Source: an optimization exercise on an open RTL-to-GDS flow (aim: small area and a short achievable clock period). Production flows keep margins and buffers that such runs may drop. Function was checked by simulation only, so behaviour that the tests miss may differ from the original. No activity file was given, so power comes from the tool's default toggle rates.

==> design.v <==
module log2 #(
  parameter int FRAC_W = 5,
  parameter int MANT_W = 16
) (
  input  logic              clk,
  input  logic              rst_n,
  input  logic [7:0]        x,
  input  logic              validx,
  output logic [FRAC_W+2:0] y,
  output logic              validy
);
  logic [9:0] nrm;
  logic a20, a21, a22, a24, a25, a26, a27, a28, a29, a31;
  logic a32, a33, a34, a35, a36, a37, a38, a40, a41, a42;
  logic a43, a44, a46, a47, a48, a49, a51, a52, a53, a54;
  logic a55, a56, a57, a58, a59, a60, a61, a63, a64, a66;
  logic a67, a68, a69, a70, a72, a73;
  assign nrm[0] = x[0] & x[7];
  assign a20 = x[1] & x[7];
  assign a21 = x[6] & ~x[7];
  assign a22 = x[0] & a21;
  assign nrm[1] = a20 | a22;
  assign a24 = ~x[6] & ~x[7];
  assign a25 = x[5] & a24;
  assign a26 = x[0] & a25;
  assign a27 = x[2] & x[7];
  assign a28 = x[1] & a21;
  assign a29 = ~a27 & ~a28;
  assign nrm[2] = a26 | ~a29;
  assign a31 = ~x[5] & a24;
  assign a32 = x[0] & x[4];
  assign a33 = a31 & a32;
  assign a34 = x[1] & a25;
  assign a35 = x[2] & a21;
  assign a36 = x[3] & x[7];
  assign a37 = ~a35 & ~a36;
  assign a38 = ~a34 & a37;
  assign nrm[3] = a33 | ~a38;
  assign a40 = x[1] & a31;
  assign a41 = ~x[7] & ~a40;
  assign a42 = x[4] & ~a41;
  assign a43 = x[2] & a25;
  assign a44 = ~x[4] & ~x[5];
  assign nrm[9] = ~a24 | ~a44;
  assign a46 = x[0] & ~nrm[9];
  assign a47 = ~a21 & ~a46;
  assign a48 = x[3] & ~a47;
  assign a49 = ~a43 & ~a48;
  assign nrm[4] = a42 | ~a49;
  assign a51 = x[3] & ~x[6];
  assign a52 = ~x[7] & ~a51;
  assign a53 = ~x[4] & a40;
  assign a54 = ~x[5] & ~a53;
  assign a55 = ~a52 & ~a54;
  assign a56 = x[4] & ~x[7];
  assign a57 = ~x[3] & a46;
  assign a58 = ~a56 & ~a57;
  assign a59 = x[2] & a31;
  assign a60 = ~x[6] & ~a59;
  assign a61 = ~a58 & ~a60;
  assign nrm[5] = a55 | a61;
  assign a63 = a52 & a54;
  assign a64 = a58 & a60;
  assign nrm[6] = ~a63 & ~a64;
  assign a66 = x[1] & ~x[2];
  assign a67 = ~x[3] & ~a66;
  assign a68 = ~x[4] & ~a67;
  assign a69 = ~x[5] & ~a68;
  assign a70 = ~x[6] & ~a69;
  assign nrm[7] = x[7] | a70;
  assign a72 = ~x[2] & ~x[3];
  assign a73 = a44 & ~a72;
  assign nrm[8] = ~a24 | a73;
  logic [2:0] e_q;
  logic [6:0] m_q;
  logic       v_q;
  always_ff @(posedge clk) begin
    e_q <= nrm[9:7];
    m_q <= nrm[6:0];
    v_q <= rst_n & validx;
  end
  logic [4:0] f;
  logic b13, b14, b15, b16, b17, b18, b19, b20, b21, b22;
  logic b23, b24, b25, b26, b27, b28, b29, b30, b31, b32;
  logic b33, b34, b35, b36, b37, b38, b39, b40, b41, b42;
  logic b43, b44, b45, b46, b47, b48, b49, b50, b51, b52;
  logic b53, b54, b55, b56, b57, b58, b59, b60, b61, b62;
  logic b63, b65, b66, b67, b68, b69, b70, b71, b72, b73;
  logic b75, b76, b77, b79, b80;
  assign b13 = m_q[1] & m_q[2];
  assign b14 = ~m_q[3] & ~b13;
  assign b15 = ~m_q[1] & m_q[2];
  assign b16 = m_q[0] & ~b15;
  assign b17 = ~m_q[1] & ~b16;
  assign b18 = b14 & ~b17;
  assign b19 = m_q[0] & m_q[1];
  assign b20 = ~m_q[2] & ~b19;
  assign b21 = m_q[1] & ~m_q[4];
  assign b22 = ~m_q[3] & b21;
  assign b23 = ~b20 & ~b22;
  assign b24 = ~b18 & ~b23;
  assign b25 = m_q[4] & ~b13;
  assign b26 = m_q[3] & m_q[4];
  assign b27 = m_q[5] & ~b26;
  assign b28 = ~b25 & b27;
  assign b29 = ~b24 & b28;
  assign b30 = ~m_q[0] & m_q[3];
  assign b31 = ~m_q[4] & ~m_q[5];
  assign b32 = ~b30 & b31;
  assign b33 = m_q[6] & ~b32;
  assign b34 = b13 & ~b33;
  assign b35 = m_q[6] & ~b34;
  assign b36 = ~b29 & b35;
  assign b37 = m_q[3] & ~m_q[5];
  assign b38 = b19 & ~b37;
  assign b39 = ~m_q[2] & ~b21;
  assign b40 = ~b27 & b39;
  assign b41 = ~b38 & b40;
  assign b42 = b36 & ~b41;
  assign b43 = m_q[3] & b16;
  assign b44 = ~m_q[4] & ~b43;
  assign b45 = ~m_q[5] & ~b44;
  assign b46 = b15 & ~b37;
  assign b47 = m_q[0] & b26;
  assign b48 = ~m_q[0] & ~m_q[3];
  assign b49 = ~m_q[4] & b48;
  assign b50 = m_q[1] & ~b49;
  assign b51 = ~b47 & ~b50;
  assign b52 = ~m_q[2] & ~b51;
  assign b53 = ~b46 & ~b52;
  assign b54 = ~b45 & b53;
  assign b55 = ~m_q[1] & ~m_q[2];
  assign b56 = b25 & ~b55;
  assign b57 = ~m_q[6] & ~b47;
  assign b58 = ~b56 & b57;
  assign b59 = ~m_q[5] & ~b58;
  assign b60 = b15 & ~b48;
  assign b61 = b59 & ~b60;
  assign b62 = ~m_q[6] & ~b61;
  assign b63 = ~b54 & b62;
  assign f[0] = b42 | b63;
  assign b65 = m_q[5] & ~b36;
  assign b66 = ~b59 & ~b65;
  assign b67 = ~m_q[3] & ~b34;
  assign b68 = m_q[3] & b34;
  assign b69 = ~b67 & ~b68;
  assign b70 = ~b66 & ~b69;
  assign b71 = m_q[2] & b37;
  assign b72 = b66 & ~b71;
  assign b73 = ~b14 & b72;
  assign f[1] = b70 | b73;
  assign b75 = ~b67 & ~b72;
  assign b76 = m_q[4] & b75;
  assign b77 = ~m_q[4] & ~b75;
  assign f[2] = ~b76 & ~b77;
  assign b79 = m_q[5] & b76;
  assign b80 = ~m_q[5] & ~b76;
  assign f[3] = ~b79 & ~b80;
  assign f[4] = m_q[6] | b79;
  always_ff @(posedge clk) begin
    y      <= {e_q, f};
    validy <= rst_n & v_q;
  end
endmodule
==> flow/run.sh <==
#!/bin/bash
# Layout flow: the standard ORFS flow (standard.sh) with two changes:
#  - synthesis is the standard flow's own script, except that its final ABC mapping call
#    uses flow/abc_map.script (area-oriented mapping of the AND/inverter
#    network in the RTL) in place of ORFS's speed script;
#    and the half/full-adder extraction is left out (ADDER_MAP_FILE empty);
#  - the port buffers that global placement inserts are buf_1 cells.
# Each step's full output goes to a log file in this folder, and ORFS's own
# per-step logs stay under orfs/logs/.
set -euo pipefail
W=$PWD
F=$W/flow

# Synthesis script: synth_recipe.tcl with the abc call redirected.
{
  head -n 1 synth_recipe.tcl
  cat <<TCL
proc abc {args} {
  set i [lsearch -exact \$args -script]
  if {\$i >= 0} { lset args [expr {\$i + 1}] {$F/abc_map.script} }
  yosys abc {*}\$args
}
TCL
  tail -n +2 synth_recipe.tcl
} > own_synth.tcl

VARS=(
  "SYNTH_SCRIPT=$W/own_synth.tcl"
  "BUFFER_PORTS_ARGS=-buffer_cell sky130_fd_sc_hd__buf_1"
  "ADDER_MAP_FILE="
)
bash standard.sh "${VARS[@]}" synth > synth.log 2>&1
bash standard.sh "${VARS[@]}" finish > layout.log 2>&1
==> flow/abc_map.script <==
strash
dch
amap
topo
==> standard.sh <==
#!/bin/bash
# synth_recipe.tcl (not shown) runs the flow's synth.tcl, then flattens the netlist and writes it again
# the make line also repeats each setting of config.mk as NAME=value (left out here)
make -C /OpenROAD-flow-scripts/flow DESIGN_CONFIG=/design/flow/config.mk WORK_HOME=/design/flow/orfs CLKGATE_MAP_FILE= SYNTH_SCRIPT=/design/flow/synth_recipe.tcl "${@:-finish}"
==> config.mk <==
export PLATFORM = sky130hd
export DESIGN_NAME = log2
export DESIGN_NICKNAME = log2
export VERILOG_FILES = /design/flow/design.v
export SDC_FILE = /design/flow/constraint.sdc
export NUM_CORES = 4
export LEC_CHECK = 0
export CAP_MARGIN = 20
export CORE_MARGIN = 2
export CORE_UTILIZATION = 40
export SLEW_MARGIN = 20
==> constraint.sdc <==
create_clock -name core_clock -period 7.0 [get_ports {clk}]
set_input_delay 1.4000 -clock core_clock [delete_from_list [all_inputs] [get_ports {clk}]]
set_output_delay 1.4000 -clock core_clock [all_outputs]
set_load 0.01 [all_outputs]
==> impl_metrics.json, run 1 <==
{
  "status": "complete, no violations",
  "wl_per_cell_um": 10.65,
  "setup_viol": 0,
  "drtPass1Iterations": 4,
  "core_area_mm2": 0.001962,
  "ctsLongestPathBuffers": 2,
  "first_global_vias": 738,
  "cpLargestDelayFamily": "simple AND/OR/NAND/NOR gates",
  "antenna-diode-count": 0,
  "powerDensity_mw_per_mm2": 246.5,
  "start_util": 0.4267,
  "drc_errors": 0,
  "crit_path_start_kind": "primary input",
  "yosysWarnings": 1,
  "min_period_ns": 2.308,
  "timing.fmax_mhz": 433.3,
  "drv_cap": 0,
  "num-fill-cells": 214,
  "overflow": 0,
  "slew_headroom": 0.7418,
  "postCtsResizedCells": 0,
  "rsz0062_at_grt": "no",
  "grt_pass1_wl_mm": 2.746,
  "r2r_end": "y[4]",
  "synth_enable_flop_cells": 0,
  "netSwitchingPower_uw": 67.67,
  "syn_area_per_cell_um2": 7.541,
  "cts_sinks": 20,
  "crit_fanout": 8,
  "synth_seq_cells": 20,
  "synth_cell_type_count": 17,
  "cts_root_buf": "clkbuf_4",
  "crit_buf_inv": 2,
  "min_path_cells": 0,
  "dieArea_mm2": 0.002475,
  "ys_top_cells_by_count": "clkinv_1, dfxtp_1, nor2_1",
  "drive_above_1_share": 0.02985,
  "rr_worst_depth": 12,
  "cts_hold_buf": 0,
  "r2r-start": "m_q[1]",
  "place.detailed.hpwl_mm": 1.371,
  "die_h_um": 49.75,
  "crit_path_end_kind": "flop",
  "io_pins": 20,
  "cpPeakStageDelay_ns": 0.22,
  "grt_max_degree": 12,
  "die_w_um": 49.75,
  "synth.area.top_cells": "dfxtp_1, clkinv_1, o21ai_0",
  "rows": 16,
  "post-place-ws_ns": 4.414,
  "min_to": "y[7]",
  "clk_pin_slew_ns": 0.10,
  "p_sw_frac": 0.2806,
  "worst-setup-path-type": "primary input to flop",
  "ff_latch_area_um2": 400.4,
  "nNetsFinal": 146,
  "synthArstFlopShare": 0,
  "finalHoldViolCount": 0,
  "tns_ns": 0,
  "cts_buffers": 3,
  "drt_iter0_drc": 44,
  "area_delta_synth_final_pct": 16.89,
  "skew_ns": 0.003899,
  "p_seq_frac": 0.546,
  "syn_area_um2": 837.1,
  "h-tree-depth": 1,
  "insertion_delay_ns": 0.29,
  "postRouteWirelength_mm": 1.715,
  "arrival_ns": 2.49,
  "multi_input_area_um2": 361.6,
  "grt_use_total": 0.1424,
  "period_share": 0.3297,
  "timing.hold.ws_ns": 0.3374,
  "fin_ws_ns": 4.692,
  "drv_slew": 0,
  "numPortBuffers": 19,
  "clkPwrFrac": 0.269,
  "crit_required_ns": 7.18,
  "cp_cell_sequence": "buf_1 -> clkinv_1 -> nand2_1 -> nor2_1 -> nand2_1 -> nor2_1 -> a22oi_1 -> o22ai_1",
  "cellLeakagePower_nw": 0.3501,
  "min_from": "e_q[2]",
  "tightest_slew_ns": 0.3833,
  "cp_slowest_cell": "clkinv_1",
  "place.gp.congestion": 0.9171,
  "yosysTopAreaCellShare": 0.4783,
  "synth_seq_area_share": 0.4783,
  "via_count": 857,
  "synth-main-ff-cell": "dfxtp_1",
  "postCtsSetupRepairBufs": 0,
  "min_path_type": "flop to flop",
  "netlist.top_cell.by_area": "dfxtp_1",
  "syn_nets": 122,
  "cts_tree": "built",
  "p_comb_frac": 0.185,
  "antenna_found_initial": 0,
  "netlist_instances": 111,
  "reg2reg_slack_ns": 4.94,
  "max-vdd-ir-drop_v": 0.0001219,
  "p_int_uw": 173.5,
  "routed_via_density": 5.323,
  "drtAntennaViolNets": 0
}
[stage by stage]
step                      instance area, um^2  cells  power, mW  utilization
final                                   978.4    161     0.2412       0.4987
after global routing                    978.4    161     0.2535       0.4987
after CTS                               978.4    161     0.2438       0.4987
after detailed placement                942.2    157     0.1788       0.4802
after global placement                  942.2    157     0.1787       0.4802
after floorplan                         837.1    111     0.1642            -
[kinds of logic after synthesis]
logic type / count (synthesis) / synth area share
simple gates: 31 / 0.1555
compound gates: 40 / 0.2765
flops: 20 / 0.4783
buf+inv: 20 / 0.08968
[registers in the layout, indices dropped and copies added (netlist names)]
register,count
y,8
m_q,7
e_q,3
v_q,1
validy,1
[layout by cell type, fill, tap and decap left out, drive strengths merged]
cell,synthesis,final
a211oi,1,1
a22oi,2,2
nand3,1,1
a31o,1,1
nand2,8,8
o211ai,1,1
o21ai,12,12
clkinv,20,20
nor3,4,4
buf,0,19
o22ai,9,9
nor2b,2,2
nor4,1,1
clkbuf,0,4
a31oi,2,2
a21oi,11,11
dfxtp,20,20
o22a,1,1
nor2,15,15
[cell type report]
| cell class | instances | area share |
|---|---|---|
| repair buffers | 19 | 0.07289 |
| well taps | 27 | 0.03453 |
| flip-flops and latches | 20 | 0.4092 |
| multi-input cells | 71 | 0.3696 |
| clock buffers | 4 | 0.03708 |
| inverters | 20 | 0.07673 |
[power groups by stage]
| stage | sequential (mW) | combinational [mW] | clock, mW |
|---|---|---|---|
| after global routing | 0.133 | 0.0499 | 0.0707 |
| after detailed placement | 0.134 | 0.0443 | 0 |
| final | 0.132 | 0.0446 | 0.0649 |
| after floorplan | 0.137 | 0.0274 | 0 |
| after global placement | 0.134 | 0.0444 | 0 |
| after CTS | 0.132 | 0.0444 | 0.0676 |
[worst max path at each step]
stage          start      to  slack (ns)  depth (start not counted)
6_report        x[7]  m_q[5]        4.69                          8
4_1_cts         x[7]  m_q[5]        4.74                          8
2_1_floorplan   x[7]  m_q[4]        4.74                          8
3_5_place_dp    x[7]  m_q[5]        4.41                          8
5_1_grt         x[7]  m_q[5]        4.62                          8
3_3_place_gp    x[7]  m_q[5]        4.46                          8
[worst register-to-register path: stages, from the launching register on]
cell	delay [ns]
dfxtp_1	0.38
clkinv_1	0.19
nand2_1	0.16
nand2_1	0.09
nand2_1	0.08
a21oi_1	0.07
o211ai_1	0.22
a21oi_1	0.12
o21ai_0	0.12
o21ai_0	0.16
nor2_1	0.19
clkinv_1	0.10
o21ai_0	0.13
[layer usage]
layer  routed length, um  global-route usage  up-vias
met5                   0                   0        -
met4                  20              0.1019        0
li1                    -                   -      433
met3                 135             0.01818        4
met2                 848              0.2467       42
met1                 711              0.1591      378
==> run 2: changes to the inputs <==
--- a/config.mk
+++ b/config.mk
@@ -8,4 +8,7 @@
 export CAP_MARGIN = 20
 export CORE_MARGIN = 2
 export CORE_UTILIZATION = 40
+export CTS_CLUSTER_DIAMETER = 200
+export CTS_CLUSTER_SIZE = 30
+export SETUP_SLACK_MARGIN = 4.7
 export SLEW_MARGIN = 20
==> run 2 against run 1 <==
Clock-buffer cell count stayed put; global-route usage unchanged; highest routed layer unchanged; fmax up 4.3%; sequential power about the same; non-clock buffer count did not move; synthesized area unchanged; total power rose by 0.28%; flip-flop and latch count is the same.
==> impl_metrics.json, run 2 <==
{
  "status": "complete, no violations",
  "dp.cells": 157,
  "nNetsFinal": 146,
  "drv_slew": 0,
  "routed_via_density": 5.186,
  "place.gp.congestion": 0.9171,
  "die_w_um": 49.75,
  "synth_top_family_by_area": "compound AO/OA/AOI/OAI gates",
  "arrival_ns": 2.44,
  "layout_common_cells": "dfxtp_1, clkinv_1, buf_1",
  "synth_compound_area_frac": 0.2765,
  "clk_pin_slew_ns": 0.11,
  "timing.fmax_mhz": 452.1,
  "yosysWarnings": 1,
  "grt_use_total": 0.1424,
  "tightest_slew_ns": 0.3863,
  "syn_area_um2": 837.1,
  "postLayoutCoreUtil": 0.5000,
  "antenna_found_initial": 0,
  "drtAntennaViolNets": 0,
  "via_count": 835,
  "yosys.area_share.simple": 0.1555,
  "netlist_instances": 111,
  "postRouteWirelength_mm": 1.759,
  "skew_ns": 0.004257,
  "antenna-diode-count": 0,
  "cts_root_buf": "clkbuf_4",
  "netlist.top_cell.by_area": "dfxtp_1",
  "drc_errors": 0,
  "fin_cells": 161,
  "synth_cell_type_count": 17,
  "largest-register": "y",
  "numPortBuffers": 19,
  "min_period_ns": 2.212,
  "io_pins": 20,
  "crit_required_ns": 7.23,
  "drtPass1Iterations": 4,
  "cts_tree": "built",
  "multi_input_area_um2": 364.1,
  "crit_path_end_kind": "flop",
  "setup_viol": 0,
  "ctsLongestPathBuffers": 2,
  "rsz0062_at_grt": "no",
  "drt_iter0_drc": 34,
  "crit_fanout": 8,
  "max-vdd-ir-drop_v": 0.0001223,
  "dieArea_mm2": 0.002475,
  "drv_cap": 0,
  "place.detailed.hpwl_mm": 1.371,
  "core_area_mm2": 0.001962,
  "area_delta_synth_final_pct": 17.19,
  "tns_ns": 0,
  "worst-setup-path-type": "primary input to flop",
  "synth-main-ff-cell": "dfxtp_1",
  "cts_buffers": 3,
  "cts_hold_buf": 0,
  "yosysTopAreaCellShare": 0.4783,
  "syn_nets": 122,
  "overflow": 0,
  "postCtsResizedCells": 0,
  "start_util": 0.4267,
  "syn_area_per_cell_um2": 7.541,
  "rows": 16,
  "first_global_vias": 738,
  "h-tree-depth": 1,
  "slew_headroom": 0.7397,
  "ys_top_cells_by_count": "clkinv_1, dfxtp_1, nor2_1",
  "post-place-ws_ns": 4.414,
  "post_synth_mux_area_share": 0,
  "min_path_type": "flop to flop",
  "grt_max_degree": 12,
  "drive_above_1_share": 0.04478,
  "synth_seq_cells": 20,
  "synthArstFlopShare": 0,
  "cts_sinks": 20,
  "synth_enable_flop_cells": 0,
  "grt_pass1_wl_mm": 2.746,
  "powerDensity_mw_per_mm2": 246.5,
  "finalHoldViolCount": 0,
  "wl_per_cell_um": 10.93,
  "synthAdderAreaFrac": 0,
  "post_synth_xor_area_fraction": 0,
  "synth_seq_area_share": 0.4783,
  "fin_ws_ns": 4.788,
  "largest_reg_flops": 8,
  "ff_latch_area_um2": 400.4,
  "final_common_cell": "dfxtp_1",
  "synth.area.top_cells": "dfxtp_1, clkinv_1, o21ai_0",
  "num-fill-cells": 214,
  "postCtsSetupRepairBufs": 0,
  "die_h_um": 49.75,
  "period_share": 0.3160,
  "top_regs": "y: 8 flops, m_q: 7 flops, e_q: 3 flops",
  "cellLeakagePower_nw": 0.3526,
  "insertion_delay_ns": 0.29,
  "crit_path_start_kind": "primary input"
}
## run 2: cell counts after synthesis
No cell type changed its count.
## run 2: logic make-up (layout without fill, tap and decap cells)
logic type | count (synthesis) | after routing
flops | 20 | 20
buf+inv | 20 | 43
compound gates | 40 | 40
simple gates | 31 | 31
## run 2: area by class of cell
type                    instances  share of cell area
clock buffers                   4             0.03699
inverters                      20             0.07653
multi-input cells              71              0.3712
flip-flops and latches         20              0.4082
well taps                      27             0.03444
repair buffers                 19             0.07270
## run 2: path summary, 6_finish.rpt
| kind | start | endpoint | slack, ns | depth (start not counted) |
|---|---|---|---|---|
| min | e_q[2] | y[7] | 0.34 | 0 |
| min reg2reg | e_q[2] | y[7] | 0.34 | 0 |
| max | x[7] | m_q[4] | 4.79 | 9 |
| max reg2reg | m_q[1] | y[4] | 4.94 | 12 |
## run 2: report_power, final
group	total, mW	internal [mW]	switching (mW)	leakage [nW]
clock network	0.0652	0.0317	0.0335	0.0210
logic	0.0450	0.0167	0.0283	0.164
registers	0.132	0.125	0.00648	0.167
total	0.242	0.174	0.0683	0.353
## run 2: through the flow
| step | hold WS (ns) | instance area [um^2] | total power [mW] |
|---|---|---|---|
| floorplan | 0.3096 | 837.1 | 0.1642 |
| global placement | 0.3120 | 942.2 | 0.1787 |
| detailed placement | 0.3121 | 942.2 | 0.1788 |
| CTS | 0.3380 | 978.4 | 0.2438 |
| global route | 0.3463 | 980.9 | 0.2537 |
| finish | 0.3375 | 980.9 | 0.2418 |
## run 2: layer usage
metal | track usage | part of all wire | vias to the layer above
met4 | 0.1019 | 0.0080 | 0
met3 | 0.01818 | 0.055 | 2
met1 | 0.1591 | 0.44 | 375
met2 | 0.2467 | 0.50 | 29
li1 | - | - | 429
met5 | 0 | 0 | -
## run 2: worst max-delay path: stages
cell and delay (ns):
buf_1 0.12, inv_2 0.14, nand2_1 0.11, nor2_2 0.14
nand2_1 0.08, nor2_1 0.13, nor2_1 0.06, o22a_1 0.19
o21ai_0 0.06
==> run 3: changes to the inputs <==
==> config.mk (replaced) <==
export PLATFORM = sky130hd
export DESIGN_NAME = log2
export DESIGN_NICKNAME = log2
export VERILOG_FILES = /design/flow/design.v
export SDC_FILE = /design/flow/constraint.sdc
export NUM_CORES = 4
export LEC_CHECK = 0
export CAP_MARGIN = 20
export CORE_AREA = 2 2 62 62
export DIE_AREA = 0 0 64 64
export PLACE_DENSITY = 0.6
export SETUP_SLACK_MARGIN = 4.8
export SLEW_MARGIN = 20
==> run 3 against run 2 <==
Combinational power increased by 9.6%; core utilization decreased by 18 points; total power increased by 13%; highest routed layer unchanged; worst hold slack improved by 0.00052 ns; flip-flop and latch count unchanged; cell count increased by 14%; register-to-register slack improved by 0.08 ns; die area increased by 66%; still clean on timing, DRC and antenna; global-route usage decreased by 5.3 points; final area increased by 10%.
==> impl_metrics.json, run 3 <==
{
  "synth-main-ff-cell": "dfxtp_1",
  "crit_fanout": 7,
  "multi_input_area_um2": 382.9,
  "period_share": 0.3092,
  "drtAntennaViolNets": 0,
  "arrival_ns": 2.39,
  "reg2reg_slack_ns": 5.02,
  "crit_buf_inv": 2,
  "setup_viol": 0,
  "min_period_ns": 2.165,
  "cts_sinks": 20,
  "routed_via_density": 4.519,
  "drtPass1Iterations": 4,
  "dieArea_mm2": 0.004096,
  "drt_iter0_drc": 38,
  "grt_use_total": 0.08956,
  "layout_common_cells": "clkinv_1, dfxtp_1, nor2_1",
  "slew_headroom": 0.7778,
  "min_path_type": "flop to flop",
  "p_sw_frac": 0.2565,
  "tightest_slew_ns": 0.3298,
  "num-fill-cells": 346,
  "rsz0062_at_grt": "yes",
  "tns_ns": 0,
  "crit_required_ns": 7.23,
  "synth_seq_area_share": 0.4783,
  "rows": 21,
  "netlist_instances": 111,
  "cp_cell_sequence": "clkbuf_2 -> clkinv_2 -> nand2_2 -> nor2_2 -> nand2_1 -> nor2_2 -> nor2_1 -> o22a_1 -> o21ai_0",
  "critPathMostFrequentCell": "nor2_2",
  "insertion_delay_ns": 0.29,
  "timing.fmax_mhz": 462.0,
  "synth_cell_type_count": 17,
  "grt_pass1_wl_mm": 2.918,
  "min_from": "e_q[1]",
  "cp_slowest_cell": "o22a_1",
  "status": "complete, no violations",
  "syn_area_per_cell_um2": 7.541,
  "r2r-start": "m_q[2]",
  "synth.area.top_cells": "dfxtp_1, clkinv_1, o21ai_0",
  "final_common_cell": "clkinv_1",
  "grt_max_degree": 13,
  "largest_reg_flops": 8,
  "p_seq_frac": 0.484,
  "die_h_um": 64,
  "post-place-ws_ns": 4.499,
  "drv_cap": 0,
  "netlist.top_cell.by_area": "dfxtp_1",
  "top_regs": "y: 8 flops, m_q: 7 flops, e_q: 3 flops",
  "netSwitchingPower_uw": 70.41,
  "p_int_uw": 204.1,
  "postRouteWirelength_mm": 1.753,
  "nNetsFinal": 149,
  "start_util": 0.2470,
  "crit_path_end_kind": "flop",
  "cellLeakagePower_nw": 0.4065,
  "yosysWarnings": 1,
  "place.detailed.hpwl_mm": 1.311,
  "ff_latch_area_um2": 405.4,
  "via_count": 827,
  "powerDensity_mw_per_mm2": 253.9,
  "yosysTopAreaCellShare": 0.4783,
  "syn_nets": 122,
  "clk_pin_slew_ns": 0.11,
  "ctsLongestPathBuffers": 2,
  "synth_seq_cells": 20,
  "finalHoldViolCount": 0,
  "cts_hold_buf": 0,
  "cpPeakStageDelay_ns": 0.20,
  "cts_root_buf": "clkbuf_4",
  "ys_top_cells_by_count": "clkinv_1, dfxtp_1, nor2_1",
  "largest-register": "y",
  "die_w_um": 64,
  "drc_errors": 0,
  "p_comb_frac": 0.180,
  "max-vdd-ir-drop_v": 0.00006948,
  "cts_buffers": 3,
  "area_delta_synth_final_pct": 29.15,
  "postLayoutCoreUtil": 0.3189,
  "h-tree-depth": 1,
  "fin_ws_ns": 4.835,
  "core_area_mm2": 0.003390,
  "antenna_found_initial": 0,
  "antenna-diode-count": 0,
  "r2r_end": "y[3]",
  "drive_above_1_share": 0.2117,
  "place.gp.congestion": 0.8848,
  "synth_enable_flop_cells": 0,
  "cpLargestDelayFamily": "simple AND/OR/NAND/NOR gates",
  "worst-setup-path-type": "primary input to flop",
  "io_pins": 20,
  "drv_slew": 0,
  "synthArstFlopShare": 0,
  "clkPwrFrac": 0.336,
  "overflow": 0,
  "syn_area_um2": 837.1,
  "cts_tree": "built",
  "skew_ns": 0.002938,
  "rr_worst_depth": 10,
  "numPortBuffers": 19,
  "min_to": "y[6]",
  "crit_path_start_kind": "primary input",
  "first_global_vias": 715,
  "wl_per_cell_um": 9.579,
  "min_path_cells": 0
}
[run 3: cell types whose count changed in the layout (fill, tap and decap cells not counted), sizes merged]
cell	before	now
buf	19	13
bufinv	0	1
clkbuf	4	12
[run 3: power groups by stage]
stage               registers (mW)  clock network (mW)  logic (mW)
floorplan                    0.137                   0      0.0277
detailed placement           0.134                   0      0.0444
CTS                          0.132              0.0948      0.0446
global route                 0.134               0.101      0.0563
global placement             0.134                   0      0.0450
finish                       0.133              0.0923      0.0493
[run 3: worst register-to-register path: cells and delay by family (launching register included)]
family	cells	cell delay (ns)
AOI/OAI and AO/OA	6	0.88
DFF	1	0.43
buffers and inverters	2	0.29
and+or+nand+nor	2	0.29
[run 3: worst max-delay path by stage]
stage | start | to | slack, ns | cells after the start
after detailed placement | x[7] | m_q[5] | 4.50 | 8
after global placement | x[7] | m_q[5] | 4.44 | 8
final | x[7] | m_q[4] | 4.84 | 9
after global routing | m_q[2] | y[3] | 4.78 | 11
after CTS | y[7] | y[7] | 4.82 | 1
after floorplan | x[7] | m_q[4] | 4.83 | 8
[run 3: through the flow]
step | power [mW] | hold WS (ns) | instance area, um^2 | std cells
detailed placement | 0.1787 | 0.3121 | 972.2 | 176
finish | 0.2745 | 0.3380 | 1081 | 183
floorplan | 0.1645 | 0.3096 | 843.3 | 111
global route | 0.2920 | 0.3454 | 1081 | 183
CTS | 0.2710 | 0.3395 | 1025 | 180
global placement | 0.1793 | 0.3109 | 972.2 | 176
[run 3: what timing repair did]
action / in CTS / in global routing
resized for setup: 0 / 20
endpoints found under the setup margin: 0 / 14
buffers inserted: 0 / 3
[run 3: kinds of logic after synthesis]
group	after synthesis	share of synthesized area
DFF	20	0.4783
and+or+nand+nor	31	0.1555
buffers and inverters	20	0.08968
AOI/OAI and AO/OA	40	0.2765
[run 3: final cells by class]
type                            instances  share of cell area
Inverter                               20             0.07060
Timing Repair Buffer                   22             0.09838
Tap cell                               46             0.05324
Sequential cell                        20              0.3750
Clock buffer                            3             0.02083
Multi-Input combinational cell         71              0.3542
Clock inverter                          1             0.02778
[run 3: routing by layer]
layer	vias to the layer above	share of wire	global-route usage	routed length, um
met5	-	0	0	0
met4	0	0.011	0.04891	19
met3	2	0.035	0.02641	62
met2	25	0.47	0.1341	821
met1	364	0.48	0.1145	848
li1	436	-	-	-
==> run 4: changes to the inputs <==
--- a/config.mk
+++ b/config.mk
@@ -9,5 +9,5 @@
 export CORE_AREA = 2 2 62 62
 export DIE_AREA = 0 0 64 64
 export PLACE_DENSITY = 0.6
-export SETUP_SLACK_MARGIN = 4.8
+export SETUP_SLACK_MARGIN = 4.9
 export SLEW_MARGIN = 20
==> run 4 against run 3 <==
Non-clock buffer count down 3; first-iteration DRC count down 21%; die area is the same; sequential power about the same; combinational power up 6.7%; wire length grew 8.4%; cell count is 1.6% lower; final area rose by 3.6%; highest routed layer unchanged.
==> impl_metrics.json, run 4 <==
{
  "cp_cell_sequence": "buf_2",
  "antenna_found_initial": 0,
  "synth-main-ff-cell": "dfxtp_1",
  "p_total_uw": 277.6,
  "cp_slowest_cell": "dfxtp_1",
  "antenna-diode-count": 0,
  "synthArstFlopShare": 0,
  "crit_fanout": 1,
  "die_h_um": 64,
  "cts_buffers": 3,
  "cts_tree": "built",
  "min_path_type": "flop to flop",
  "crit_buf_inv": 1,
  "synth.area.top_cells": "dfxtp_1, clkinv_1, o21ai_0",
  "powerDensity_mw_per_mm2": 247.9,
  "syn_area_per_cell_um2": 7.541,
  "max-vdd-ir-drop_v": 0.00009993,
  "clk_pin_slew_ns": 0.11,
  "worst-setup-path-type": "flop to primary output",
  "netlist.top_cell.by_area": "dfxtp_1",
  "netlist_instances": 111,
  "synth_cell_type_count": 17,
  "synth_seq_cells": 20,
  "rr_worst_depth": 11,
  "fin_area_mm2": 0.001120,
  "largest-register": "y",
  "num-fill-cells": 351,
  "synth_enable_flop_cells": 0,
  "multi_input_area_um2": 414.1,
  "numPortBuffers": 19,
  "cpPeakStageDelay_ns": 0.33,
  "insertion_delay_ns": 0.30,
  "start_util": 0.2470,
  "grt_max_degree": 13,
  "critPathLaunch": "y[6]",
  "endpoint": "y[6]",
  "syn_nets": 122,
  "synthAdderAreaFrac": 0,
  "finalHoldViolCount": 0,
  "largest_reg_flops": 8,
  "wl_met2_um": 859,
  "fin_cells": 180,
  "ys_top_cells_by_count": "clkinv_1, dfxtp_1, nor2_1",
  "yosysTopAreaCellShare": 0.4783,
  "drc_errors": 0,
  "post_synth_mux_area_share": 0,
  "drv_slew": 0,
  "setup_viol": 0,
  "grt_use_total": 0.09534,
  "synth_compound_area_frac": 0.2765,
  "synth_seq_area_share": 0.4783,
  "ff_latch_area_um2": 410.4,
  "cellLeakagePower_nw": 0.4095,
  "skew_ns": 0.001010,
  "layout_common_cells": "clkinv_1, dfxtp_1, nor2_1",
  "cts_sinks": 20,
  "area_delta_synth_final_pct": 33.78,
  "cts_hold_buf": 0,
  "cts_root_buf": "clkbuf_4",
  "final_common_cell": "clkinv_1",
  "core_area_mm2": 0.003390,
  "dieArea_mm2": 0.004096,
  "tns_ns": 0,
  "slew_headroom": 0.7867,
  "min_from": "e_q[0]",
  "postRouteWirelength_mm": 1.900,
  "drtAntennaViolNets": 0,
  "crit_path_end_kind": "primary output",
  "yosys.area_share.simple": 0.1555,
  "first_global_vias": 772,
  "place.detailed.hpwl_mm": 1.398,
  "h-tree-depth": 1,
  "drv_cap": 0,
  "status": "complete, no violations",
  "crit_path_start_kind": "flop",
  "io_pins": 20,
  "wl_per_cell_um": 10.56,
  "ctsLongestPathBuffers": 2,
  "period_share": 0.3059,
  "rows": 21,
  "die_w_um": 64,
  "dp.cells": 176,
  "routed.top_layer": "met4",
  "place_area_um2": 998.5,
  "wl_met1_um": 821,
  "path_depth": 1,
  "reg2reg_slack_ns": 5.13,
  "cpLargestDelayFamily": "flip-flops",
  "nNetsFinal": 146,
  "drtPass1Iterations": 4,
  "rsz0062_at_grt": "yes",
  "syn_area_um2": 837.1,
  "via_count": 888,
  "drt_iter0_drc": 30,
  "yosysWarnings": 1,
  "place.gp.congestion": 0.9852,
  "top_regs": "y: 8 flops, m_q: 7 flops, e_q: 3 flops",
  "grt_pass1_wl_mm": 3.118,
  "routed_via_density": 4.933,
  "r2r-start": "m_q[1]",
  "tightest_slew_ns": 0.3200,
  "crit_required_ns": 5.60,
  "dr_wl_met3_um": 195,
  "drive_above_1_share": 0.2463,
  "min_period_ns": 2.141,
  "post_synth_xor_area_fraction": 0,
  "arrival_ns": 0.74,
  "synth_top_family_by_area": "compound AO/OA/AOI/OAI gates",
  "r2r_end": "y[4]",
  "timing.fmax_mhz": 467.0,
  "overflow": 0
}
-- run 4: cell types whose count changed in the layout (fill, tap and decap cells not counted), moves of 3 or more --
cell / change
clkbuf_2: -9
buf_4: -3
buf_2: +7
o21ai_1: +6
nor2_4: +3
o21ai_0: -6
-- run 4: how the worst min path moves through the flow --
stage,endpoint,slack [ns],depth (start not counted)
6_report,y[5],0.33,0
5_1_grt,y[5],0.35,0
4_1_cts,y[5],0.34,0
3_3_place_gp,y[6],0.31,0
3_5_place_dp,y[5],0.32,0
2_1_floorplan,y[5],0.31,0
-- run 4: report_power, final --
group          total, mW  internal (mW)  switching [mW]
clock             0.0924         0.0579          0.0345
sequential         0.133          0.126         0.00688
combinational     0.0526         0.0208          0.0318
-- run 4: worst register-to-register path, delay by kind of cell, from the launching register on --
kind	cells	cell delay, ns
AOI/OAI and AO/OA	7	0.96
buffers and inverters	2	0.22
DFF	1	0.35
and+or+nand+nor	2	0.27
-- run 4: metal layers --
metal  up-vias  track usage
li1        435            -
met1       396       0.1161
met2        53       0.1445
met3         4      0.04401
met4         0      0.03804
met5         -            0
-- run 4: cell type report --
cell class              count  share of cell area
multi-input cells          71              0.3698
flip-flops and latches     20              0.3665
repair buffers             19             0.08268
inverters                  20             0.08268
well taps                  46             0.05140
clock inverters             1             0.02682
clock buffers               3             0.02011
-- run 4: what timing repair did --
item	in CTS	in global routing
endpoints found under the hold margin	0	0
gates resized for setup	11	24
buffers inserted	0	0
setup endpoints to repair	12	16
pin swaps	0	5
-- run 4: kinds of logic after synthesis --
group	after synthesis
compound gates	40
buf+inv	20
flops	20
simple gates	31
-- run 4: per-stage QoR --
| stage | worst slack [ns] | hold slack, ns | util |
|---|---|---|---|
| 3_3_place_gp | 4.495 | 0.3120 | 0.2946 |
| 5_1_grt | 4.805 | 0.3451 | 0.3304 |
| 2_1_floorplan | 4.862 | 0.3096 | - |
| 6_report | 4.859 | 0.3335 | 0.3304 |
| 4_1_cts | 4.845 | 0.3421 | 0.3145 |
| 3_5_place_dp | 4.460 | 0.3154 | 0.2946 |
==> run 5: changes to the inputs <==
--- a/config.mk
+++ b/config.mk
@@ -9,5 +9,5 @@
 export CORE_AREA = 2 2 62 62
 export DIE_AREA = 0 0 64 64
 export PLACE_DENSITY = 0.6
-export SETUP_SLACK_MARGIN = 4.9
+export SETUP_SLACK_MARGIN = 4.7
 export SLEW_MARGIN = 20
==> run 5 against run 4 <==
Global-route usage decreased by 0.59 points; register-to-register slack got worse by 0.14 ns; first-iteration DRC count increased by 27%; clock skew increased by 0.00062 ns; final area decreased by 8.2%; worst setup slack got worse by 0.11 ns; clock-buffer cell count unchanged; synthesized area unchanged; clock power decreased by 2%; largest cell class is now flip-flops and latches; highest routed layer unchanged; via count decreased by 6.2%.
==> impl_metrics.json, run 5 <==
{
  "grt_use_total": 0.08946,
  "syn_area_per_cell_um2": 7.541,
  "antenna_found_initial": 0,
  "die_h_um": 64,
  "ctsLongestPathBuffers": 2,
  "synth_seq_area_share": 0.4783,
  "synth-main-ff-cell": "dfxtp_1",
  "drv_cap": 0,
  "period_share": 0.3210,
  "largest-register": "y",
  "min_period_ns": 2.247,
  "h-tree-depth": 1,
  "fin_ws_ns": 4.753,
  "place.gp.congestion": 0.9015,
  "cts_buffers": 3,
  "cts_tree": "built",
  "skew_ns": 0.001632,
  "post-place-ws_ns": 4.424,
  "crit_path_end_kind": "flop",
  "ys_top_cells_by_count": "clkinv_1, dfxtp_1, nor2_1",
  "crit_fanout": 8,
  "grt_max_degree": 13,
  "max-vdd-ir-drop_v": 0.00006814,
  "postLayoutCoreUtil": 0.3034,
  "final_common_cell": "dfxtp_1",
  "netlist.top_cell.by_area": "dfxtp_1",
  "numPortBuffers": 19,
  "crit_required_ns": 7.22,
  "postRouteWirelength_mm": 1.751,
  "rr_worst_depth": 10,
  "slew_headroom": 0.7706,
  "drtAntennaViolNets": 0,
  "synthArstFlopShare": 0,
  "synth_seq_cells": 20,
  "syn_area_um2": 837.1,
  "area_delta_synth_final_pct": 22.87,
  "tightest_slew_ns": 0.3405,
  "synth_cell_type_count": 17,
  "netlist_instances": 111,
  "cts_root_buf": "clkbuf_4",
  "grt_pass1_wl_mm": 2.946,
  "yosysTopAreaCellShare": 0.4783,
  "drtPass1Iterations": 4,
  "drv_slew": 0,
  "antenna-diode-count": 0,
  "layout_common_cells": "dfxtp_1, buf_1, clkinv_1",
  "finalHoldViolCount": 0,
  "worst-setup-path-type": "primary input to flop",
  "cts_sinks": 20,
  "synth_enable_flop_cells": 0,
  "first_global_vias": 717,
  "die_w_um": 64,
  "drive_above_1_share": 0.05926,
  "yosysWarnings": 1,
  "min_path_type": "flop to flop",
  "via_count": 833,
  "io_pins": 20,
  "arrival_ns": 2.47,
  "core_area_mm2": 0.003390,
  "overflow": 0,
  "setup_viol": 0,
  "insertion_delay_ns": 0.29,
  "status": "complete, no violations",
  "rows": 21,
  "wl_per_cell_um": 9.674,
  "place.detailed.hpwl_mm": 1.327,
  "rsz0062_at_grt": "no",
  "largest_reg_flops": 8,
  "timing.fmax_mhz": 445.0,
  "routed_via_density": 4.602,
  "top_regs": "y: 8 flops, m_q: 7 flops, e_q: 3 flops",
  "drt_iter0_drc": 38,
  "dieArea_mm2": 0.004096,
  "cellLeakagePower_nw": 0.3664,
  "synth.area.top_cells": "dfxtp_1, clkinv_1, o21ai_0",
  "powerDensity_mw_per_mm2": 260.2,
  "cts_hold_buf": 0,
  "start_util": 0.2470,
  "nNetsFinal": 147,
  "clk_pin_slew_ns": 0.11,
  "syn_nets": 122,
  "tns_ns": 0,
  "min_path_cells": 0,
  "crit_path_start_kind": "primary input",
  "drc_errors": 0
}
-- run 5: cell count changes in the layout (fill, tap and decap cells not counted), sizes merged --
cell    delta
clkbuf     -1
buf        +2
-- run 5: worst paths after layout --
kind / startpoint / end / slack (ns)
setup reg to reg: m_q[3] / y[4] / 4.99
setup / recovery: x[7] / m_q[4] / 4.75
hold reg to reg: e_q[1] / y[6] / 0.34
hold / removal: e_q[1] / y[6] / 0.34
-- run 5: timing repair --
| item | in CTS | in global routing |
|---|---|---|
| buffers inserted | 0 | 1 |
| setup endpoints to repair | 0 | 5 |
| hold endpoints to repair | 0 | 0 |
| gates resized for setup | 0 | 3 |
-- run 5: power breakdown --
group	total (mW)	internal (mW)	switching, mW
logic	0.0452	0.0170	0.0282
registers	0.132	0.125	0.00646
clock network	0.0907	0.0578	0.0329
total	0.268	0.200	0.0676
-- run 5: per-stage QoR --
stage          power, mW  instance area (um^2)  hold slack (ns)  cells
2_1_floorplan     0.1642                 837.1           0.3096    111
3_3_place_gp      0.1791                 965.9           0.3100    176
3_5_place_dp      0.1783                 965.9           0.3150    176
4_1_cts           0.2700                  1018           0.3417    180
5_1_grt           0.2870                  1028           0.3483    181
6_report          0.2676                  1028           0.3408    181
-- run 5: metal layers --
metal | vias to the layer above | routed length [um] | global-route usage
li1 | 436 | - | -
met1 | 366 | 849 | 0.1109
met2 | 29 | 795 | 0.1419
met3 | 2 | 84 | 0.02641
met4 | 0 | 22 | 0.04076
met5 | - | 0 | 0
-- run 5: layout make-up --
class                           count  area [um^2]
Clock buffer                        3        22.52
Clock inverter                      1        30.03
Fill cell                         375         2361
Inverter                           20        75.07
Multi-Input combinational cell     71        364.1
Sequential cell                    20        400.4
Tap cell                           46        57.56
Timing Repair Buffer               20        78.83
-- run 5: worst max-delay path: stages --
cell     delay [ns]
buf_1          0.11
inv_2          0.12
nand2_1        0.12
nor2_2         0.16
nand2_1        0.08
nor2_1         0.14
nor2_1         0.06
o22a_1         0.20
o21ai_0        0.07
-- run 5: cell families (layout without fill, tap and decap cells) --
family,count (synthesis),count (layout),synth area share
AOI/OAI and AO/OA,40,40,0.2765
and+or+nand+nor,31,31,0.1555
DFF,20,20,0.4783
buffers and inverters,20,44,0.08968
==> run 6: changes to the inputs <==
--- a/flow/run.sh
+++ b/flow/run.sh
@@ -3,7 +3,9 @@
 #  - synthesis is the standard flow's own script, except that its final ABC mapping call
 #    uses flow/abc_map.script (area-oriented mapping of the AND/inverter
 #    network in the RTL) in place of ORFS's speed script;
-#    and the half/full-adder extraction is left out (ADDER_MAP_FILE empty);
+#    Yosys's own quick ABC pass inside synth is skipped (SYNTH_ARGS -noabc)
+#    so that this mapping starts from the RTL's network, and the
+#    half/full-adder extraction is left out (ADDER_MAP_FILE empty);
 #  - the port buffers that global placement inserts are buf_1 cells.
 # Each step's full output goes to a log file in this folder, and ORFS's own
 # per-step logs stay under orfs/logs/.
@@ -28,6 +30,7 @@
   "SYNTH_SCRIPT=$W/own_synth.tcl"
   "BUFFER_PORTS_ARGS=-buffer_cell sky130_fd_sc_hd__buf_1"
   "ADDER_MAP_FILE="
+  "SYNTH_ARGS=-noabc"
 )
 bash standard.sh "${VARS[@]}" synth > synth.log 2>&1
 bash standard.sh "${VARS[@]}" finish > layout.log 2>&1
==> flow/abc_map.script (replaced) <==
strash
amap
topo
==> run 6 against run 5 <==
Die area did not move; critical endpoint is now y[5]; sequential power is essentially flat; highest routed layer is now met3; non-clock buffer count unchanged; via count is 0.96% higher; core utilization down 0.22 points.
==> impl_metrics.json, run 6 <==
{
  "fin_ws_ns": 4.833,
  "insertion_delay_ns": 0.29,
  "nNetsFinal": 142,
  "synth_cell_type_count": 21,
  "synth_seq_cells": 20,
  "rsz0062_at_grt": "yes",
  "timing.fmax_mhz": 461.4,
  "status": "complete, no violations",
  "drtPass1Iterations": 5,
  "cellLeakagePower_nw": 0.3637,
  "crit_buf_inv": 1,
  "antenna_found_initial": 0,
  "die_h_um": 64,
  "grt_use_total": 0.09407,
  "core_area_mm2": 0.003390,
  "finalHoldViolCount": 0,
  "antenna-diode-count": 0,
  "overflow": 0,
  "num-fill-cells": 371,
  "p_comb_frac": 0.190,
  "crit_path_end_kind": "primary output",
  "grt_max_degree": 12,
  "synth_enable_flop_cells": 0,
  "ys_top_cells_by_count": "dfxtp_1, clkinv_1, nor2_1, o21ai_0",
  "multi_input_area_um2": 380.4,
  "max-vdd-ir-drop_v": 0.00007793,
  "synth.most_common_cell": "dfxtp_1",
  "routed_via_density": 4.778,
  "drv_slew": 0,
  "netlist.top_cell.by_area": "dfxtp_1",
  "cts_buffers": 3,
  "setup_viol": 0,
  "yosysWarnings": 1,
  "p_seq_frac": 0.543,
  "crit_fanout": 1,
  "io_pins": 20,
  "clkPwrFrac": 0.266,
  "rr_worst_depth": 11,
  "wl_per_cell_um": 11.10,
  "p_sw_frac": 0.2816,
  "largest_reg_flops": 8,
  "dieArea_mm2": 0.004096,
  "crit_path_start_kind": "flop",
  "start_util": 0.2473,
  "synth-main-ff-cell": "dfxtp_1",
  "netlist_instances": 106,
  "place.detailed.hpwl_mm": 1.448,
  "critPathLaunch": "y[5]",
  "r2r_end": "y[3]",
  "min_path_type": "flop to flop",
  "final_common_cell": "dfxtp_1",
  "reg2reg_slack_ns": 4.84,
  "top_regs": "y: 8 flops, m_q: 7 flops, e_q: 3 flops",
  "syn_area_per_cell_um2": 7.909,
  "cts_root_buf": "clkbuf_4",
  "drt_iter0_drc": 79,
  "endpoint": "y[5]",
  "worst-setup-path-type": "flop to primary output",
  "clk_pin_slew_ns": 0.11,
  "powerDensity_mw_per_mm2": 237.4,
  "drc_errors": 0,
  "grt_pass1_wl_mm": 3.070,
  "ff_latch_area_um2": 400.4,
  "path_depth": 1,
  "cp_cell_sequence": "buf_1",
  "tns_ns": 0,
  "tightest_slew_ns": 0.3334,
  "syn_area_um2": 838.3,
  "cts_hold_buf": 0,
  "drive_above_1_share": 0.06923,
  "via_count": 841,
  "netSwitchingPower_uw": 68.25,
  "ctsLongestPathBuffers": 2,
  "place.gp.congestion": 0.9192,
  "post-place-ws_ns": 4.489,
  "period_share": 0.3096,
  "postRouteWirelength_mm": 1.953,
  "cpLargestDelayFamily": "flip-flops",
  "synthArstFlopShare": 0,
  "skew_ns": 0.006835,
  "cpPeakStageDelay_ns": 0.33,
  "largest-register": "y",
  "p_int_uw": 174.1,
  "area_delta_synth_final_pct": 21.79,
  "cp_slowest_cell": "dfxtp_1",
  "drv_cap": 0,
  "first_global_vias": 700,
  "arrival_ns": 0.77,
  "timing.hold.ws_ns": 0.3462,
  "crit_required_ns": 5.60,
  "synth_seq_area_share": 0.4776,
  "h-tree-depth": 1,
  "layout_common_cells": "dfxtp_1, buf_1, clkinv_1",
  "syn_nets": 117,
  "synth.area.top_cells": "dfxtp_1, clkinv_1, o21ai_0",
  "cts_tree": "built",
  "rows": 21,
  "min_period_ns": 2.167,
  "die_w_um": 64,
  "numPortBuffers": 19,
  "r2r-start": "m_q[1]",
  "slew_headroom": 0.7774,
  "cts_sinks": 20,
  "drtAntennaViolNets": 0,
  "yosysTopAreaCellShare": 0.4776
}
==> run 6: changes by cell type in the layout (fill, tap and decap cells not counted), sizes merged, moves of 2 or more <==
| cell | previous run | this run |
|---|---|---|
| o22ai | 9 | 2 |
| nor2 | 15 | 13 |
| a22oi | 2 | 4 |
| o221ai | 0 | 3 |
| clkinv | 18 | 16 |
| nand3 | 1 | 3 |
| a21oi | 11 | 8 |
| nor3 | 4 | 2 |
==> run 6: worst min path at each step <==
stage	from	end	slack (ns)	cells past startpoint
floorplan	e_q[0]	y[5]	0.31	0
global placement	e_q[0]	y[5]	0.31	0
detailed placement	e_q[0]	y[5]	0.31	0
CTS	e_q[0]	y[5]	0.35	0
global route	e_q[0]	y[5]	0.35	0
finish	e_q[0]	y[5]	0.35	0
==> run 6: layout make-up <==
class / count / share of cell area
Multi-Input combinational cell: 68 / 0.3725
Clock buffer: 4 / 0.03554
Tap cell: 46 / 0.05637
Sequential cell: 20 / 0.3922
Inverter: 18 / 0.06618
Timing Repair Buffer: 20 / 0.07721
==> run 6: worst register-to-register path, stage by stage, from the launching register on <==
cell,delay (ns)
dfxtp_1,0.40
clkinv_1,0.15
nor2_1,0.18
o22a_1,0.16
a21oi_1,0.05
o311ai_2,0.28
a21oi_1,0.13
o21ai_0,0.12
o21ai_0,0.16
nor2_1,0.21
buf_4,0.14
a22oi_1,0.07
==> run 6: cells by family after synthesis <==
family,Yosys count,synth area share
compound gates,38,0.2881
buf+inv,18,0.08059
flops,20,0.4776
simple gates,30,0.1537
==> run 6: what timing repair did <==
action	CTS	global route
setup buffers	0	1
setup endpoints to repair	0	3
resized for setup	0	7
==> run 6: stage by stage <==
step	power (mW)	area, um^2	util	cells
final	0.2424	1021	0.3012	176
after global routing	0.2550	1021	0.3012	176
after CTS	0.2424	1003	0.2961	175
after detailed placement	0.1769	967.2	0.2853	171
after global placement	0.1765	967.2	0.2853	171
after floorplan	0.1620	838.3	-	106
==> run 6: power groups by stage <==
stage	registers, mW	clock network (mW)	logic (mW)
finish	0.132	0.0646	0.0461
CTS	0.131	0.0680	0.0430
global placement	0.134	0	0.0428
global route	0.133	0.0709	0.0512
detailed placement	0.134	0	0.0427
floorplan	0.136	0	0.0259
==> run 6: per-layer routing <==
layer / GRT usage / wire length [um] / up-vias / share of wire
li1: - / - / 423 / -
met1: 0.1310 / 904 / 377 / 0.46
met2: 0.1341 / 920 / 41 / 0.47
met3: 0.03169 / 128 / 0 / 0.066
met4: 0.03261 / 0 / 0 / 0
met5: 0 / 0 / - / 0

==> port drivers added, routing unchanged <==
The results above use ideal ports. As a check the final layouts listed here were re-extracted and re-timed, cells and wires unchanged. Step 1 assumes that a clkbuf_16 drives the clock port and a buf_2 every other input. Step 2, shift: input delay + t, output delay - t, t = (earliest + latest rising clock arrival at the registers) / 2. This alone moves slack from input paths to output paths. Slacks: ideal / step 1 / step 2; pairs: ideal / step 1.
run | shift t [ns] | setup WS [ns] | worst setup path at the end | worst register clock-pin slew, ns | cell pins on the clock port's net
run 1 | 0.310 | 4.692 / 4.690 / 4.380 | input to register | 0.11 / 0.11 | 1
run 2 | 0.310 | 4.788 / 4.788 / 4.477 | input to register | 0.11 / 0.11 | 1
run 3 | 0.311 | 4.835 / 4.835 / 4.524 | input to register | 0.11 / 0.11 | 1
run 4 | 0.319 | 4.859 / 4.837 / 4.618 | input to register | 0.11 / 0.11 | 1
run 5 | 0.308 | 4.753 / 4.754 / 4.446 | input to register | 0.11 / 0.11 | 1
run 6 | 0.310 | 4.833 / 4.813 / 4.526 | input to register | 0.11 / 0.11 | 1
After both steps setup and hold are still met in every run listed. The setup slack of run 1, which loses most, moves by -0.002 ns with the drivers and by -0.312 ns with both steps.
